Source: an optimization exercise on an open RTL-to-GDS flow (aim: a short achievable clock period and few clock cycles). Production flows keep margins and buffers that such runs may drop. In this exercise RTL edits were held to simulation tests only and were not proved equivalent to the original.

<file path="flow/run.sh">
#!/bin/bash
# synth_recipe.tcl (not shown) runs the flow's synth.tcl, then flattens the netlist and writes it again
# the make line also repeats each setting of config.mk as NAME=value (left out here)
make -C /OpenROAD-flow-scripts/flow DESIGN_CONFIG=/design/flow/config.mk WORK_HOME=/design/flow/orfs CLKGATE_MAP_FILE= SYNTH_SCRIPT=/design/flow/synth_recipe.tcl finish
</file>
<file path="flow/config.mk">
export PLATFORM = sky130hd
export DESIGN_NAME = md_unit
export DESIGN_NICKNAME = md_unit
export VERILOG_FILES = /design/flow/design.v
export SDC_FILE = /design/flow/constraint.sdc
export NUM_CORES = 4
export LEC_CHECK = 0
export CAP_MARGIN = 80
export CORE_MARGIN = 2
export CORE_UTILIZATION = 40
export SLEW_MARGIN = 80
</file>
<file path="flow/constraint.sdc">
create_clock -name core_clock -period 90.0 [get_ports {clk}]
set_input_delay 18.0000 -clock core_clock [delete_from_list [all_inputs] [get_ports {clk}]]
set_output_delay 18.0000 -clock core_clock [all_outputs]
set_load 0.01 [all_outputs]
</file>
<file path="flow/design.v">
`default_nettype none
module md_sub #(
    parameter int W = 34,
    parameter int L = 6      
) (
    input  logic [W-1:0] x,
    input  logic [W-1:0] y,
    output logic [W-1:0] d,
    output logic         c
);
    logic [W-1:0] p0;
    logic [W-1:0] g0;
    logic [W-1:0] pp [0:L];
    logic [W-1:0] gg [0:L];
    assign p0    = x ^ ~y;
    assign g0    = x & ~y;
    assign gg[0] = {g0[W-1:1], g0[0] | p0[0]};
    assign pp[0] = {p0[W-1:1], 1'b0};
    for (genvar l = 0; l < L; l++) begin : g_lvl
        for (genvar j = 0; j < W; j++) begin : g_bit
            if (j >= (1 << l)) begin : g_op
                assign gg[l+1][j] = gg[l][j] | (pp[l][j] & gg[l][j-(1<<l)]);
                assign pp[l+1][j] = pp[l][j] & pp[l][j-(1<<l)];
            end else begin : g_pass
                assign gg[l+1][j] = gg[l][j];
                assign pp[l+1][j] = pp[l][j];
            end
        end
    end
    assign d = p0 ^ {gg[L][W-2:0], 1'b1};
    assign c = gg[L][W-1];
endmodule
module md_r4 (
    input  logic [31:0] r,
    input  logic [1:0]  a,
    input  logic [31:0] b,
    input  logic [33:0] b3,
    output logic [31:0] rn,
    output logic [1:0]  q
);
    logic [33:0] t;
    logic [33:0] d1;
    logic [33:0] d2;
    logic [33:0] d3;
    logic        c1;
    logic        c2;
    logic        c3;
    assign t = {r, a};
    md_sub #(.W(34)) u_s1 (.x(t), .y({2'b00, b}),       .d(d1), .c(c1));
    md_sub #(.W(34)) u_s2 (.x(t), .y({1'b0, b, 1'b0}),  .d(d2), .c(c2));
    md_sub #(.W(34)) u_s3 (.x(t), .y(b3),               .d(d3), .c(c3));
    always_comb begin
        if (c3) begin
            rn = d3[31:0];
            q  = 2'd3;
        end else if (c2) begin
            rn = d2[31:0];
            q  = 2'd2;
        end else if (c1) begin
            rn = d1[31:0];
            q  = 2'd1;
        end else begin
            rn = t[31:0];
            q  = 2'd0;
        end
    end
endmodule
module md_r4_chain #(
    parameter int N = 1,
    parameter int W = 48
) (
    input  logic [31:0]  r_in,
    input  logic [W-1:0] x_in,
    input  logic [31:0]  b,
    input  logic [33:0]  b3,
    output logic [31:0]  r_out,
    output logic [W-1:0] x_out
);
    logic [31:0]  r [0:N];
    logic [W-1:0] x [0:N];
    assign r[0] = r_in;
    assign x[0] = x_in;
    for (genvar i = 0; i < N; i++) begin : g_st
        logic [1:0] qd;
        md_r4 u_r4 (.r(r[i]), .a(x[i][W-1:W-2]), .b(b), .b3(b3), .rn(r[i+1]), .q(qd));
        assign x[i+1] = {x[i][W-3:0], qd};
    end
    assign r_out = r[N];
    assign x_out = x[N];
endmodule
module md_unit #(
    parameter int S1 = 3,    
    parameter int S2 = 3,    
    parameter int S3 = 9     
) (
    input  logic        clk,
    input  logic        reset,
    input  logic        start,
    input  logic [2:0]  MD_OP,
    input  logic [31:0] A,
    input  logic [31:0] B,
    input  logic        cancel,
    input  logic        D_MD,
    output logic        busy,
    output logic [31:0] MD_OUT,
    output logic [31:0] HI,
    output logic [31:0] LO,
    output logic        md_stall
);
    localparam int M0 = 2 * (S1 + S2);
    localparam int M1 = M0 + 2 * S3;
    localparam int M2 = M1 + 2 * S3;
    localparam int W  = (M1 >= 32) ? M1 : M2;    
    logic        r_busy;
    logic        r_cnt;        
    logic [31:0] r_hi;
    logic [31:0] r_lo;
    logic        r_hi_div;     
    logic        r_lo_div;     
    logic [31:0] r_rem;
    logic [W-1:0] r_x;
    logic [31:0] r_b;
    logic [33:0] r_b3;
    logic        r_neg_q;
    logic        r_neg_r;
    logic        w_go;
    logic        w_mul;
    logic        w_div;
    logic        w_sgn;
    logic [63:0] w_prod;
    assign w_go  = start & ~cancel & ~r_busy;
    assign w_mul = (MD_OP[2:1] == 2'b00);
    assign w_div = (MD_OP[2:1] == 2'b01) & (B != 32'd0);
    assign w_sgn = ~MD_OP[0];
    assign w_prod = {{32{w_sgn & A[31]}}, A} * {{32{w_sgn & B[31]}}, B};
    logic        w_a_neg;
    logic        w_b_neg;
    logic [31:0] w_ua;
    logic [31:0] w_ub;
    logic [33:0] w_ub3;
    assign w_a_neg = w_sgn & A[31];
    assign w_b_neg = w_sgn & B[31];
    assign w_ua    = w_a_neg ? (32'd0 - A) : A;
    assign w_ub    = w_b_neg ? (32'd0 - B) : B;
    assign w_ub3   = {2'b00, w_ub} + {1'b0, w_ub, 1'b0};
    logic w_fit0;
    logic w_fit1;
    logic [1:0] w_n;
    assign w_fit0 = ((w_ua >> M0) < w_ub);
    if (M1 >= 32) begin : g_fit1_all
        assign w_fit1 = 1'b1;
    end else begin : g_fit1_cmp
        assign w_fit1 = ((w_ua >> M1) < w_ub);
    end
    assign w_n = w_fit0 ? 2'd0 : (w_fit1 ? 2'd1 : 2'd2);
    logic [W+31:0] w_init0;
    logic [W+31:0] w_init1;
    logic [W+31:0] w_init2;
    logic [W+31:0] w_init;
    assign w_init0 = {{W{1'b0}}, w_ua} << (W - M0);
    assign w_init1 = {{W{1'b0}}, w_ua} << (W - M1);
    if (M1 >= 32) begin : g_init2_none
        assign w_init2 = w_init1;
    end else begin : g_init2
        assign w_init2 = {{W{1'b0}}, w_ua} << (W - M2);
    end
    assign w_init = w_fit0 ? w_init0 : (w_fit1 ? w_init1 : w_init2);
    logic [31:0]  w_rem_iss;
    logic [W-1:0] w_x_iss;
    md_r4_chain #(.N(S1), .W(W)) u_iss (
        .r_in(w_init[W+31:W]), .x_in(w_init[W-1:0]), .b(w_ub), .b3(w_ub3),
        .r_out(w_rem_iss), .x_out(w_x_iss)
    );
    logic [31:0]  w_rem_bsy;
    logic [W-1:0] w_x_bsy;
    md_r4_chain #(.N(S3), .W(W)) u_bsy (
        .r_in(r_rem), .x_in(r_x), .b(r_b), .b3(r_b3),
        .r_out(w_rem_bsy), .x_out(w_x_bsy)
    );
    always_ff @(posedge clk) begin
        if (reset) begin
            r_busy   <= 1'b0;
            r_cnt    <= 1'b0;
            r_hi     <= 32'd0;
            r_lo     <= 32'd0;
            r_hi_div <= 1'b0;
            r_lo_div <= 1'b0;
        end else if (r_busy) begin
            r_busy <= r_cnt;
            r_cnt  <= 1'b0;
        end else if (w_go) begin
            if (w_mul) begin
                r_hi     <= w_prod[63:32];
                r_lo     <= w_prod[31:0];
                r_hi_div <= 1'b0;
                r_lo_div <= 1'b0;
            end else if (w_div) begin
                r_busy   <= (w_n != 2'd0);
                r_cnt    <= (w_n == 2'd2);
                r_hi_div <= 1'b1;
                r_lo_div <= 1'b1;
            end else if (MD_OP == 3'b100) begin
                r_hi     <= A;
                r_hi_div <= 1'b0;
            end else if (MD_OP == 3'b101) begin
                r_lo     <= A;
                r_lo_div <= 1'b0;
            end
        end
    end
    always_ff @(posedge clk) begin
        if (r_busy) begin
            r_rem <= w_rem_bsy;
            r_x   <= w_x_bsy;
        end else if (w_go & w_div) begin
            r_rem   <= w_rem_iss;
            r_x     <= w_x_iss;
            r_b     <= w_ub;
            r_b3    <= w_ub3;
            r_neg_q <= w_a_neg ^ w_b_neg;
            r_neg_r <= w_a_neg;
        end
    end
    logic [31:0]  w_rem_out;
    logic [W-1:0] w_x_out;
    logic [31:0]  w_quo;
    logic [31:0]  w_rmd;
    md_r4_chain #(.N(S2), .W(W)) u_out (
        .r_in(r_rem), .x_in(r_x), .b(r_b), .b3(r_b3),
        .r_out(w_rem_out), .x_out(w_x_out)
    );
    assign w_quo = r_neg_q ? (32'd0 - w_x_out[31:0]) : w_x_out[31:0];
    assign w_rmd = r_neg_r ? (32'd0 - w_rem_out) : w_rem_out;
    assign busy     = r_busy;
    assign HI       = r_hi_div ? w_rmd : r_hi;
    assign LO       = r_lo_div ? w_quo : r_lo;
    assign md_stall = D_MD & (r_busy | (start & ~cancel));
    assign MD_OUT   = (MD_OP == 3'b110) ? HI :
                      (MD_OP == 3'b111) ? LO : 32'd0;
endmodule
`default_nettype wire
</file>
==> results of run 1 <==
[logic make-up (layout without fill, tap and decap cells)]
family | count (synthesis) | after routing | share of synthesized area (%)
xor+xnor | 971 | 971 | 7.60
simple gates | 4398 | 4398 | 18.5
compound gates | 3945 | 3945 | 23.0
mux | 167 | 167 | 1.56
flops | 215 | 215 | 5.16
buf+inv | 2242 | 3103 | 7.57
fa+ha+maj | 2582 | 2582 | 36.6
other cells | 0 | 39 | 0
[layout make-up]
type	count	area share [%]
sequential	215	4.08
clock buffer	30	0.514
antenna	39	0.0687
timing repair buffer	1348	9.81
clock inverter	22	0.212
tap	3724	3.28
multi-input combinational	12063	77.5
inverter	1703	4.56
[state kept, by name, indices dropped and copies added (netlist names)]
| signal | flops |
|---|---|
| r_b | 32 |
| r_b3 | 33 |
| r_busy | 1 |
| r_cnt | 1 |
| r_hi | 32 |
| r_hi_div | 1 |
| r_lo | 32 |
| r_lo_div | 1 |
| r_neg_q | 1 |
| r_neg_r | 1 |
| r_rem | 32 |
| r_x | 48 |
[worst max-delay path, delay by kind of cell, from the launching register on]
| kind | cells | cell delay, ns |
|---|---|---|
| AO/OA/AOI/OAI | 115 | 21.63 |
| buffers and inverters | 49 | 18.47 |
| AND/OR/NAND/NOR | 27 | 4.41 |
| adder cells (fa/ha/maj) | 9 | 2.89 |
| multiplexers | 2 | 0.63 |
| flip-flops | 1 | 0.37 |
| XOR/XNOR | 1 | 0.15 |
[placed cells by master, fill, tap and decap left out, types with 199 or more instances in the layout]
| cell type | Yosys | layout |
|---|---|---|
| sky130_fd_sc_hd__a21o_1 | 289 | 283 |
| sky130_fd_sc_hd__a21oi_1 | 1006 | 776 |
| sky130_fd_sc_hd__and2_1 | 351 | 345 |
| sky130_fd_sc_hd__buf_2 | 23 | 250 |
| sky130_fd_sc_hd__buf_4 | 4 | 215 |
| sky130_fd_sc_hd__fa_1 | 1150 | 1144 |
| sky130_fd_sc_hd__ha_1 | 1432 | 1403 |
| sky130_fd_sc_hd__inv_1 | 1696 | 1620 |
| sky130_fd_sc_hd__nand2_1 | 1579 | 1559 |
| sky130_fd_sc_hd__nand2b_1 | 226 | 222 |
| sky130_fd_sc_hd__nand3_1 | 310 | 295 |
| sky130_fd_sc_hd__nor2_1 | 942 | 867 |
| sky130_fd_sc_hd__nor3_1 | 292 | 199 |
| sky130_fd_sc_hd__o21a_1 | 211 | 208 |
| sky130_fd_sc_hd__o21ai_0 | 875 | 524 |
| sky130_fd_sc_hd__o21ai_1 | 15 | 227 |
| sky130_fd_sc_hd__xnor2_1 | 604 | 478 |
| sky130_fd_sc_hd__xor2_1 | 367 | 280 |
[per-layer routing]
layer | global-route usage, % | routed length (um) | up-vias
met5 | 0 | 295 | -
met4 | 24.3 | 42600 | 32
met3 | 9.47 | 57300 | 1752
met2 | 53.1 | 221000 | 6132
met1 | 44.3 | 198000 | 56733
li1 | - | - | 52190
[how the worst min path moves through the flow]
stage / from / endpoint / slack (ns) / cells past startpoint
2_1_floorplan: r_hi[0] / r_hi[0] / 0.43 / 2
3_3_place_gp: r_lo[7] / r_lo[7] / 0.45 / 2
3_5_place_dp: r_lo[7] / r_lo[7] / 0.47 / 2
4_1_cts: r_lo[7] / r_lo[7] / 0.48 / 2
5_1_grt: r_lo[28] / r_lo[28] / 0.52 / 2
6_report: r_lo[7] / r_lo[7] / 0.48 / 2
==> impl_table.tex, run 1 <==
\begin{tabular}{lr}
\hline
Metric & Value \\
\hline
\multicolumn{2}{l}{\textbf{Run status}} \\
Status & timing/DRC/antenna clean \\
\multicolumn{2}{l}{\textbf{Clock network}} \\
Number of sinks driven by the clock tree & 215 \\
Count of buffers added by post-CTS timing repair for setup & 0 \\
Clock root cell & sky130\_fd\_sc\_hd\_\_clkbuf\_16 \\
Clock transition at the register clock pins on the worst setup and hold paths after CTS & 0.07 ns \\
Number of buffers inserted during clock tree synthesis & 28 \\
Count of H-tree levels built during CTS & 1 \\
CTS hold repair buffers & 0 \\
Worst-skew pair later-pin latency & 0.64 ns \\
Post-CTS sizing & 0 \\
Maximum buffer depth of the clock tree & 3 \\
Clock tree from TritonCTS & done \\
\multicolumn{2}{l}{\textbf{Timing}} \\
Accumulated negative setup slack & 0 ns \\
Final worst path period share & 54.3\% \\
Number of pins with negative max-slew slack in the final report & 0 \\
Count of endpoints failing hold in the final timing report & 0 \\
Fmax achieved & 0.0205 GHz \\
Minimum setup slack in the final design & 41.16 ns \\
Setup skew after layout & 0.0360 ns \\
Final setup fails & 0 \\
Slew HR & 75.8\% \\
Worst slack on hold paths & 0.478 ns \\
Actual transition at the worst max-transition pin & 0.363 ns \\
Period minus WS final & 48.84 ns \\
Setup repair after global routing missed its margin & false \\
\multicolumn{2}{l}{\textbf{Critical path}} \\
Register-to-Register Setup Slack & 41.16 ns \\
Type of the worst setup path & flop to flop \\
Endpoint type of the worst setup path & flop \\
Kind of start point of the critical path & flop \\
Arrival @ worst endpoint & 49.34 ns \\
Crit path launch & r\_b[31] \\
CP Data Required Time & 90.50 ns \\
Reg2Reg Depth & 203 \\
Capture point of the worst path & r\_rem[22] \\
Most used cell along the critical path & sky130\_fd\_sc\_hd\_\_clkdlybuf4s50\_1 \\
Worst reg2reg path startpoint & r\_b[31] \\
Worst reg2reg endpoint & r\_rem[22] \\
Crit-path max cell delay & 0.61 ns \\
Critical-path cell with the highest stage delay & sky130\_fd\_sc\_hd\_\_clkdlybuf4s50\_1 \\
Highest net fanout along the worst path & 27 \\
\multicolumn{2}{l}{\textbf{Cells and area}} \\
Final std cell area, no fill & 0.142 mm\^{}2 \\
Core occupancy in the finished layout & 51.0\% \\
Post-synthesis to final-layout area growth & 27.0\% \\
Proportion of layout cells with a drive suffix above 1 & 18.4\% \\
Number of nets in the layout & 18013 \\
Number of fill cells & 26302 \\
Total area of sequential cells & 0.00579 mm\^{}2 \\
Multi-input logic area & 0.110 mm\^{}2 \\
Number of standard cells in the layout, taps in and fillers out & 19144 \\
\multicolumn{2}{l}{\textbf{Yosys}} \\
Top area cells in the synthesized netlist & sky130\_fd\_sc\_hd\_\_fa\_1, sky130\_fd\_sc\_hd\_\_ha\_1, sky130\_fd\_sc\_hd\_\_inv\_1 \\
Top FF cell, synth & sky130\_fd\_sc\_hd\_\_edfxtp\_1 \\
Share of the yosys chip area belonging to registers & 5.16\% \\
Post-synthesis average cell area & 7.70 um\^{}2 \\
Syn Std Cell Area & 0.112 mm\^{}2 \\
Top cell type's share of synthesized area & 20.6\% \\
Synth cell types & 111 \\
FF+latch count, synth & 215 \\
Asr flop ratio synth & 0\% \\
Number of flops mapped to enable cells by yosys & 147 \\
Yosys synthesis warning count & 15 \\
Most instantiated cells after synthesis & sky130\_fd\_sc\_hd\_\_inv\_1, sky130\_fd\_sc\_hd\_\_nand2\_1, sky130\_fd\_sc\_hd\_\_ha\_1 \\
Nets in the synthesized netlist & 17174 \\
Library cell with the largest summed area after synthesis & sky130\_fd\_sc\_hd\_\_fa\_1 \\
Most frequent cell after synthesis & sky130\_fd\_sc\_hd\_\_inv\_1 \\
Syn Inst Count & 14520 \\
\multicolumn{2}{l}{\textbf{Worst hold path}} \\
Hold crit path type & flop to flop \\
\multicolumn{2}{l}{\textbf{Routing}} \\
First-iteration detailed-routing DRC count & 11627 \\
DRT Wirelength & 519 mm \\
Detailed Routing Iterations Pass 1 & 8 \\
Total number of vias & 116839 \\
Post-detailed-route DRC marker count & 0 \\
Post-DR vias/cell & 6.10 \\
Wire length per cell & 27.1 um \\
Antenna-violating nets left & 0 \\
\multicolumn{2}{l}{\textbf{Placed design}} \\
Cell area after placement & 0.138 mm\^{}2 \\
DP Worst Slack & 42.18 ns \\
RD Place Congestion & 1.06 \\
Count of placed standard cells including taps & 18992 \\
Detailed placement HPWL & 427 mm \\
Number of buffer cells added on primary ports & 169 \\
\multicolumn{2}{l}{\textbf{Global routing}} \\
Total global-route track usage & 35.4\% \\
Remaining Overflow, GRT & 0 \\
Pin count of the biggest net entering global routing & 40 \\
Via count of the first global-routing pass & 113231 \\
Number of antenna violations at the first check in global routing & 46 \\
First-pass GRT wire length & 756 mm \\
\multicolumn{2}{l}{\textbf{Die}} \\
Die outline height & 533 um \\
Starting density of the core & 40.1\% \\
Placement row count & 194 \\
Count of boundary I/O pins & 170 \\
Die footprint & 0.284 mm\^{}2 \\
Width of the chip & 533 um \\
Total core area & 0.279 mm\^{}2 \\
\multicolumn{2}{l}{\textbf{Job}} \\
Max-capacitance violation count & 0 \\
\hline
\end{tabular}
Testbench counts, summed over its fixed seeds: cycles 25,053.
==> inputs of run 2 (changes only) <==
--- a/flow/config.mk
+++ b/flow/config.mk
@@ -6,6 +6,6 @@
 export NUM_CORES = 4
 export LEC_CHECK = 0
-export CAP_MARGIN = 80
+export CAP_MARGIN = 20
 export CORE_MARGIN = 2
 export CORE_UTILIZATION = 40
-export SLEW_MARGIN = 80
+export SLEW_MARGIN = 20
==> impl_table.tex, run 2 <==
\begin{tabular}{lr}
\hline
Metric & Value \\
\hline
\multicolumn{2}{l}{\textbf{Run status}} \\
Status & timing/DRC/antenna clean \\
\multicolumn{2}{l}{\textbf{Timing}} \\
Accumulated negative setup slack & 0 ns (unchanged) \\
Actual transition at the worst max-transition pin & 1.36 ns (+0.996 ns) \\
Setup skew after layout & 0.0495 ns (+0.0135 ns) \\
Setup repair after global routing missed its margin & false \\
Number of pins with negative max-slew slack in the final report & 0 (unchanged) \\
Final setup fails & 0 (unchanged) \\
Count of endpoints failing hold in the final timing report & 0 (unchanged) \\
Fmax achieved & 0.0214 GHz (+4.7\%) \\
Final worst path period share & 51.8\% (-2.5 points) \\
Period minus WS final & 46.63 ns (-2.21 ns) \\
Slew HR & 8.87\% (-67 points) \\
\multicolumn{2}{l}{\textbf{Yosys}} \\
Top FF cell, synth & sky130\_fd\_sc\_hd\_\_edfxtp\_1 \\
Most instantiated cells after synthesis & sky130\_fd\_sc\_hd\_\_inv\_1, sky130\_fd\_sc\_hd\_\_nand2\_1, sky130\_fd\_sc\_hd\_\_ha\_1 \\
Post-synthesis average cell area & 7.70 um\^{}2 (unchanged) \\
Share of the yosys chip area belonging to registers & 5.16\% (unchanged) \\
Top cell type's share of synthesized area & 20.6\% (unchanged) \\
Library cell with the largest summed area after synthesis & sky130\_fd\_sc\_hd\_\_fa\_1 \\
Asr flop ratio synth & 0\% (unchanged) \\
Yosys synthesis warning count & 15 (unchanged) \\
Syn Std Cell Area & 0.112 mm\^{}2 (unchanged) \\
Number of flops mapped to enable cells by yosys & 147 (unchanged) \\
FF+latch count, synth & 215 (unchanged) \\
Nets in the synthesized netlist & 17174 (unchanged) \\
Top area cells in the synthesized netlist & sky130\_fd\_sc\_hd\_\_fa\_1, sky130\_fd\_sc\_hd\_\_ha\_1, sky130\_fd\_sc\_hd\_\_inv\_1 \\
Synth cell types & 111 (unchanged) \\
Most frequent cell after synthesis & sky130\_fd\_sc\_hd\_\_inv\_1 \\
Syn Inst Count & 14520 (unchanged) \\
\multicolumn{2}{l}{\textbf{Global routing}} \\
Grt met3 use & 8.36\% (-1.1 points) \\
First-pass GRT wire length & 730 mm (-3.5\%) \\
Pin count of the biggest net entering global routing & 69 (+73\%) \\
Met1 GRT Util & 43.8\% (-0.49 points) \\
Remaining Overflow, GRT & 0 (unchanged) \\
Total global-route track usage & 34.5\% (-0.97 points) \\
GR peak layer & met2 \\
GR Layer Usage met2 & 52.3\% (-0.80 points) \\
Number of antenna violations at the first check in global routing & 48 (+4.3\%) \\
Via count of the first global-routing pass & 107083 (-5.4\%) \\
\multicolumn{2}{l}{\textbf{Die}} \\
Placement row count & 194 (unchanged) \\
Width of the chip & 533 um (unchanged) \\
Die footprint & 0.284 mm\^{}2 (unchanged) \\
Starting density of the core & 40.1\% (unchanged) \\
Die outline height & 533 um (unchanged) \\
Count of boundary I/O pins & 170 (unchanged) \\
Total core area & 0.279 mm\^{}2 (unchanged) \\
\multicolumn{2}{l}{\textbf{Clock network}} \\
Count of H-tree levels built during CTS & 1 (unchanged) \\
Worst-skew pair later-pin latency & 0.64 ns (about the same) \\
Clock root cell & sky130\_fd\_sc\_hd\_\_clkbuf\_16 \\
Clock tree from TritonCTS & done \\
CTS hold repair buffers & 0 (unchanged) \\
Count of buffers added by post-CTS timing repair for setup & 0 (unchanged) \\
Number of buffers inserted during clock tree synthesis & 28 (unchanged) \\
Post-CTS sizing & 0 (unchanged) \\
Number of sinks driven by the clock tree & 215 (unchanged) \\
Clock transition at the register clock pins on the worst setup and hold paths after CTS & 0.08 ns (about the same) \\
Maximum buffer depth of the clock tree & 3 (unchanged) \\
\multicolumn{2}{l}{\textbf{Cells and area}} \\
Most used cells in the layout excluding fill and tap cells & sky130\_fd\_sc\_hd\_\_inv\_1, sky130\_fd\_sc\_hd\_\_nand2\_1, sky130\_fd\_sc\_hd\_\_ha\_1 \\
Max FFs per register & 48 (unchanged) \\
Post-synthesis to final-layout area growth & 7.14\% \\
Register name with the most flops & r\_x \\
Proportion of layout cells with a drive suffix above 1 & 5.15\% (-13 points) \\
Final std cell area, no fill & 0.120 mm\^{}2 (-16\%) \\
Largest registers & r\_x: 48 flops, r\_b3: 33 flops \\
Leading cell type in the layout, fill and taps excluded & sky130\_fd\_sc\_hd\_\_inv\_1 \\
Number of nets in the layout & 17190 (-4.6\%) \\
\multicolumn{2}{l}{\textbf{Routing}} \\
Total number of vias & 113005 (-3.3\%) \\
DRT Wirelength & 504 mm (-2.9\%) \\
Detailed Routing Iterations Pass 1 & 6 (-2) \\
Post-detailed-route DRC marker count & 0 (unchanged) \\
First-iteration detailed-routing DRC count & 12035 (+3.5\%) \\
Post-DR vias/cell & 6.16 (+1.0\%) \\
Antenna-violating nets left & 0 (unchanged) \\
Wire length per cell & 27.5 um (+1.4\%) \\
\multicolumn{2}{l}{\textbf{Critical path}} \\
Crit-path max cell delay & 1.03 ns (+0.42 ns) \\
Highest net fanout along the worst path & 28 (+3.7\%) \\
Arrival @ worst endpoint & 47.02 ns (-2.32 ns) \\
Critical-path cell with the highest stage delay & sky130\_fd\_sc\_hd\_\_o31ai\_1 \\
Most used cell along the critical path & sky130\_fd\_sc\_hd\_\_o21ai\_0 \\
Kind of start point of the critical path & flop \\
Endpoint type of the worst setup path & flop \\
CP Data Required Time & 90.39 ns (-0.11 ns) \\
Type of the worst setup path & flop to flop \\
\multicolumn{2}{l}{\textbf{Placed design}} \\
RD Place Congestion & 1.06 (unchanged) \\
Cell area after placement & 0.119 mm\^{}2 (-14\%) \\
Detailed placement HPWL & 393 mm (-8.0\%) \\
Number of buffer cells added on primary ports & 169 (unchanged) \\
\multicolumn{2}{l}{\textbf{Worst hold path}} \\
Hold crit path type & flop to flop \\
\multicolumn{2}{l}{\textbf{Job}} \\
Max-capacitance violation count & 0 (unchanged) \\
\hline
\end{tabular}
run 2: cell counts after synthesis:
Identical to the previous run, type by type.
run 2: cell type report:
| class | count | area (um^2) |
|---|---|---|
| Fill cell | 28992 | 159000 |
| Multi-Input combinational cell | 12063 | 97800 |
| Inverter | 1703 | 6390 |
| Sequential cell | 215 | 5780 |
| Tap cell | 3724 | 4660 |
| Timing Repair Buffer | 525 | 4090 |
| Clock buffer | 37 | 810 |
| Clock inverter | 15 | 154 |
| Antenna cell | 49 | 123 |
run 2: cell families after synthesis:
logic type	after synthesis	share of synthesized area (%)
AOI/OAI and AO/OA	3945	23.0
xor gates and xnor gates	971	7.60
adders and majority gates	2582	36.6
buffers and inverters	2242	7.57
DFF	215	5.16
muxes	167	1.56
and+or+nand+nor	4398	18.5
run 2: final timing paths:
path                                  end  startpoint  slack, ns  depth (start not counted)
worst max-delay path            r_rem[19]      r_b[0]      43.37                        165
worst min-delay path              r_lo[7]     r_lo[7]       0.47                          2
worst max register to register  r_rem[19]      r_b[0]      43.37                        165
worst min register to register    r_lo[7]     r_lo[7]       0.47                          2
run 2: critical path, delay by kind of cell, from the launching register on:
family | cells | cell delay, ns
adder cells (fa/ha/maj) | 9 | 3.57
multiplexers | 3 | 1.26
XOR/XNOR | 1 | 0.16
flip-flops | 1 | 0.33
AO/OA/AOI/OAI | 112 | 29.97
AND/OR/NAND/NOR | 32 | 8.79
buffers and inverters | 8 | 2.15
run 2: per-stage QoR:
step / setup WS (ns) / utilization, % / cells / hold slack [ns]
floorplan: 52.81 / - / 14520 / 0.429
global placement: 45.78 / 42.6 / 18225 / 0.449
detailed placement: 45.22 / 42.6 / 18229 / 0.458
CTS: 44.94 / 43.0 / 18281 / 0.465
global route: 41.02 / 43.0 / 18290 / 0.494
finish: 43.37 / 43.0 / 18331 / 0.467
run 2: per-layer routing:
| layer | vias up | wire (um) |
|---|---|---|
| met5 | - | 387 |
| met1 | 54834 | 198000 |
| met4 | 26 | 36900 |
| met3 | 1508 | 53800 |
| met2 | 6098 | 215000 |
| li1 | 50539 | - |
==> inputs of run 3 (changes only) <==
==> flow/flow/run.sh (new file) <==
#!/bin/bash
# Standard ORFS flow with timing repair aimed below the clock period and
# without the slow delay cells as buffers. The SDC is the design's, unchanged.
set -euo pipefail
# 1. The standard synthesis, unchanged.
bash standard.sh synth > flow_synth.log 2>&1
# 2. Layout: repair setup timing toward a tighter target through the
#    setup slack margin, and keep delay cells out of buffering.
cat >> config.mk <<'EOC'
export SETUP_SLACK_MARGIN = 53
export TNS_END_PERCENT = 100
export DONT_USE_CELLS += sky130_fd_sc_hd__clkdlybuf4s15_1 sky130_fd_sc_hd__clkdlybuf4s15_2 sky130_fd_sc_hd__clkdlybuf4s18_1 sky130_fd_sc_hd__clkdlybuf4s18_2 sky130_fd_sc_hd__clkdlybuf4s25_1 sky130_fd_sc_hd__clkdlybuf4s25_2 sky130_fd_sc_hd__clkdlybuf4s50_1 sky130_fd_sc_hd__clkdlybuf4s50_2 sky130_fd_sc_hd__dlygate4sd1_1 sky130_fd_sc_hd__dlygate4sd2_1 sky130_fd_sc_hd__dlygate4sd3_1 sky130_fd_sc_hd__dlymetal6s2s_1 sky130_fd_sc_hd__dlymetal6s4s_1 sky130_fd_sc_hd__dlymetal6s6s_1
EOC
bash standard.sh finish > flow_finish.log 2>&1
==> flow/standard.sh (new file) <==
#!/bin/bash
# synth_recipe.tcl (not shown) runs the flow's synth.tcl, then flattens the netlist and writes it again
# the make line also repeats each setting of config.mk as NAME=value (left out here)
make -C /OpenROAD-flow-scripts/flow DESIGN_CONFIG=/design/flow/config.mk WORK_HOME=/design/flow/orfs CLKGATE_MAP_FILE= SYNTH_SCRIPT=/design/flow/synth_recipe.tcl "${@:-finish}"
--- a/flow/config.mk
+++ b/flow/config.mk
@@ -10,2 +10,5 @@
 export CORE_UTILIZATION = 40
 export SLEW_MARGIN = 20
+export SETUP_SLACK_MARGIN = 53
+export TNS_END_PERCENT = 100
+export DONT_USE_CELLS += sky130_fd_sc_hd__clkdlybuf4s15_1 sky130_fd_sc_hd__clkdlybuf4s15_2 sky130_fd_sc_hd__clkdlybuf4s18_1 sky130_fd_sc_hd__clkdlybuf4s18_2 sky130_fd_sc_hd__clkdlybuf4s25_1 sky130_fd_sc_hd__clkdlybuf4s25_2 sky130_fd_sc_hd__clkdlybuf4s50_1 sky130_fd_sc_hd__clkdlybuf4s50_2 sky130_fd_sc_hd__dlygate4sd1_1 sky130_fd_sc_hd__dlygate4sd2_1 sky130_fd_sc_hd__dlygate4sd3_1 sky130_fd_sc_hd__dlymetal6s2s_1 sky130_fd_sc_hd__dlymetal6s4s_1 sky130_fd_sc_hd__dlymetal6s6s_1
removed: flow/run.sh
==> impl_table.tex, run 3 <==
\begin{tabular}{lr}
\hline
Metric & Value \\
\hline
\multicolumn{2}{l}{\textbf{Run status}} \\
Status & timing/DRC/antenna clean \\
\multicolumn{2}{l}{\textbf{Routing}} \\
Wire length per cell & 27.2 um (-1.0\%) \\
Post-DR vias/cell & 6.16 (about the same) \\
Total number of vias & 115263 (+2.0\%) \\
Post-detailed-route DRC marker count & 0 (unchanged) \\
DRT Wirelength & 509 mm (+1.0\%) \\
First-iteration detailed-routing DRC count & 11855 (-1.5\%) \\
Antenna-violating nets left & 0 (unchanged) \\
Detailed Routing Iterations Pass 1 & 9 (+3) \\
\multicolumn{2}{l}{\textbf{Clock network}} \\
Clock root cell & sky130\_fd\_sc\_hd\_\_clkbuf\_16 \\
Clock tree from TritonCTS & done \\
Clock transition at the register clock pins on the worst setup and hold paths after CTS & 0.06 ns (-0.02 ns) \\
CTS hold repair buffers & 0 (unchanged) \\
Count of H-tree levels built during CTS & 1 (unchanged) \\
Worst-skew pair later-pin latency & 0.67 ns (+0.03 ns) \\
Number of buffers inserted during clock tree synthesis & 27 (-3.6\%) \\
Maximum buffer depth of the clock tree & 3 (unchanged) \\
Number of sinks driven by the clock tree & 215 (unchanged) \\
\multicolumn{2}{l}{\textbf{Placed design}} \\
Detailed placement HPWL & 397 mm (+1.1\%) \\
Cell area after placement & 0.117 mm\^{}2 (-1.5\%) \\
RD Place Congestion & 1.05 (-0.82\%) \\
Number of buffer cells added on primary ports & 169 (unchanged) \\
\multicolumn{2}{l}{\textbf{Die}} \\
Die footprint & 0.284 mm\^{}2 (unchanged) \\
Total core area & 0.279 mm\^{}2 (unchanged) \\
Count of boundary I/O pins & 170 (unchanged) \\
Width of the chip & 533 um (unchanged) \\
Die outline height & 533 um (unchanged) \\
Starting density of the core & 40.1\% (unchanged) \\
Placement row count & 194 (unchanged) \\
\multicolumn{2}{l}{\textbf{Yosys}} \\
Yosys synthesis warning count & 15 (unchanged) \\
Library cell with the largest summed area after synthesis & sky130\_fd\_sc\_hd\_\_fa\_1 \\
Most frequent cell after synthesis & sky130\_fd\_sc\_hd\_\_inv\_1 \\
Most instantiated cells after synthesis & sky130\_fd\_sc\_hd\_\_inv\_1, sky130\_fd\_sc\_hd\_\_nand2\_1, sky130\_fd\_sc\_hd\_\_ha\_1 \\
Number of flops mapped to enable cells by yosys & 147 (unchanged) \\
Top cell type's share of synthesized area & 20.6\% (unchanged) \\
Asr flop ratio synth & 0\% (unchanged) \\
Synth cell types & 111 (unchanged) \\
Syn Inst Count & 14520 (unchanged) \\
FF+latch count, synth & 215 (unchanged) \\
Share of the yosys chip area belonging to registers & 5.16\% (unchanged) \\
Top area cells in the synthesized netlist & sky130\_fd\_sc\_hd\_\_fa\_1, sky130\_fd\_sc\_hd\_\_ha\_1, sky130\_fd\_sc\_hd\_\_inv\_1 \\
Syn Std Cell Area & 0.112 mm\^{}2 (unchanged) \\
Top FF cell, synth & sky130\_fd\_sc\_hd\_\_edfxtp\_1 \\
Nets in the synthesized netlist & 17174 (unchanged) \\
Post-synthesis average cell area & 7.70 um\^{}2 (unchanged) \\
\multicolumn{2}{l}{\textbf{Timing}} \\
Final setup fails & 0 (unchanged) \\
Setup repair after global routing missed its margin & true \\
Period minus WS final & 37.07 ns (-9.56 ns) \\
Fmax achieved & 0.0270 GHz (+26\%) \\
Final worst path period share & 41.2\% (-11 points) \\
Accumulated negative setup slack & 0 ns (unchanged) \\
Setup skew after layout & 0.0841 ns (+0.0346 ns) \\
Actual transition at the worst max-transition pin & 1.28 ns (-0.0741 ns) \\
Slew HR & 14.4\% (+5.5 points) \\
Count of endpoints failing hold in the final timing report & 0 (unchanged) \\
Number of pins with negative max-slew slack in the final report & 0 (unchanged) \\
\multicolumn{2}{l}{\textbf{Cells and area}} \\
Largest registers & r\_x: 48 flops, r\_b3: 33 flops \\
Post-synthesis to final-layout area growth & 10.7\% \\
Proportion of layout cells with a drive suffix above 1 & 8.91\% (+3.8 points) \\
Leading cell type in the layout, fill and taps excluded & sky130\_fd\_sc\_hd\_\_inv\_1 \\
Max FFs per register & 48 (unchanged) \\
Number of nets in the layout & 17559 (+2.1\%) \\
Final std cell area, no fill & 0.124 mm\^{}2 (+3.3\%) \\
Core occupancy in the finished layout & 44.4\% (+1.4 points) \\
Most used cells in the layout excluding fill and tap cells & sky130\_fd\_sc\_hd\_\_inv\_1, sky130\_fd\_sc\_hd\_\_nand2\_1, sky130\_fd\_sc\_hd\_\_ha\_1 \\
Register name with the most flops & r\_x \\
\multicolumn{2}{l}{\textbf{Worst hold path}} \\
Hold crit path type & flop to flop \\
\multicolumn{2}{l}{\textbf{Global routing}} \\
Total global-route track usage & 34.3\% (-0.15 points) \\
First-pass GRT wire length & 728 mm (-0.27\%) \\
Via count of the first global-routing pass & 108556 (+1.4\%) \\
Pin count of the biggest net entering global routing & 66 (-4.3\%) \\
Number of antenna violations at the first check in global routing & 55 (+15\%) \\
Remaining Overflow, GRT & 0 (unchanged) \\
\multicolumn{2}{l}{\textbf{Critical path}} \\
Endpoint type of the worst setup path & output pin \\
Kind of start point of the critical path & input pin \\
Highest net fanout along the worst path & 8 (-71\%) \\
CP Data Required Time & 72.00 ns (-18.39 ns) \\
Type of the worst setup path & input pin to output pin \\
Arrival @ worst endpoint & 19.07 ns (-27.95 ns) \\
\multicolumn{2}{l}{\textbf{Job}} \\
Max-capacitance violation count & 0 (unchanged) \\
\hline
\end{tabular}
run 3: cell counts after synthesis:
No cell type changed its count.
run 3: kinds of logic (layout without fill, tap and decap cells):
| kind of cell | after synthesis | after routing | synth area share [%] |
|---|---|---|---|
| compound gates | 3945 | 3949 | 23.0 |
| xor+xnor | 971 | 971 | 7.60 |
| fa+ha+maj | 2582 | 2582 | 36.6 |
| buf+inv | 2242 | 2636 | 7.57 |
| flops | 215 | 215 | 5.16 |
| mux | 167 | 167 | 1.56 |
| other cells | 0 | 57 | 0 |
| simple gates | 4398 | 4405 | 18.5 |
run 3: critical path: stages:
cell	delay, ns
sky130_fd_sc_hd__buf_6	0.10
sky130_fd_sc_hd__buf_12	0.13
sky130_fd_sc_hd__clkinvlp_4	0.08
sky130_fd_sc_hd__buf_12	0.14
sky130_fd_sc_hd__and3_4	0.26
sky130_fd_sc_hd__a22o_1	0.19
sky130_fd_sc_hd__buf_2	0.14
run 3: final timing paths:
kind / startpoint / endpoint / slack [ns] / cells past startpoint
setup / recovery: MD_OP[0] / MD_OUT[9] / 52.93 / 7
hold / removal: r_lo[0] / r_lo[0] / 0.48 / 2
setup reg to reg: r_rem[2] / r_rem[14] / 53.73 / 167
hold reg to reg: r_lo[0] / r_lo[0] / 0.48 / 2
run 3: metrics by stage:
| stage | worst slack [ns] | hold slack, ns | instances |
|---|---|---|---|
| final | 52.93 | 0.478 | 18706 |
| after global routing | 52.55 | 0.488 | 18662 |
| after CTS | 52.69 | 0.461 | 18410 |
| after detailed placement | 42.18 | 0.450 | 18204 |
| after global placement | 43.03 | 0.448 | 18202 |
| after floorplan | 52.95 | 0.429 | 14520 |
run 3: layout make-up:
| cell class | instances | area [um^2] |
|---|---|---|
| antenna | 57 | 143 |
| clock buffer | 35 | 716 |
| clock inverter | 14 | 139 |
| fill | 28679 | 155000 |
| inverter | 1703 | 6560 |
| multi-input combinational | 12074 | 101000 |
| sequential | 215 | 5780 |
| tap | 3724 | 4660 |
| timing repair buffer | 884 | 5020 |
run 3: layer usage:
metal / part of all wire, % / up-vias / track usage (%)
li1: - / 51346 / -
met1: 39 / 55826 / 43.2
met2: 43 / 6435 / 52.2
met3: 11 / 1634 / 8.42
met4: 7.7 / 22 / 22.2
met5: 0.029 / - / 0
run 3: repair_timing:
| action | in CTS | in global routing |
|---|---|---|
| gates resized for setup | 533 | 509 |
| gates cloned | 10 | 9 |
| endpoints found under the setup margin | 68 | 66 |
| pin swaps | 56 | 143 |
| buffers inserted | 147 | 230 |

-- port drivers added, routing unchanged --
The flow's constraints put no driver on any port. The routed layouts listed below were extracted and timed again, unchanged, in two steps.
Step 1 assumes that a clkbuf_16 drives the clock port and a buf_2 every other input.
Step 2 also shifts input and output timing later by t, the mid clock arrival at the registers, as if the neighbouring blocks saw the same clock.
Three values: no drivers, after step 1, after step 2; two values: the first two.
run	t, ns	slack for setup (ns)	worst setup path at the end	worst data-port slew with drivers (ns)
run 1	0.699	41.161 / 41.161 / 41.161	register to register	0.12
run 2	0.697	43.370 / 43.370 / 43.370	register to register	0.13
run 3	0.715	52.934 / 52.793 / 52.777	input to register	0.24
After both steps setup and hold are still met in every run listed. For run 3, which loses most, drivers alone change the setup slack by -0.141 ns; drivers and shift together by -0.157 ns.
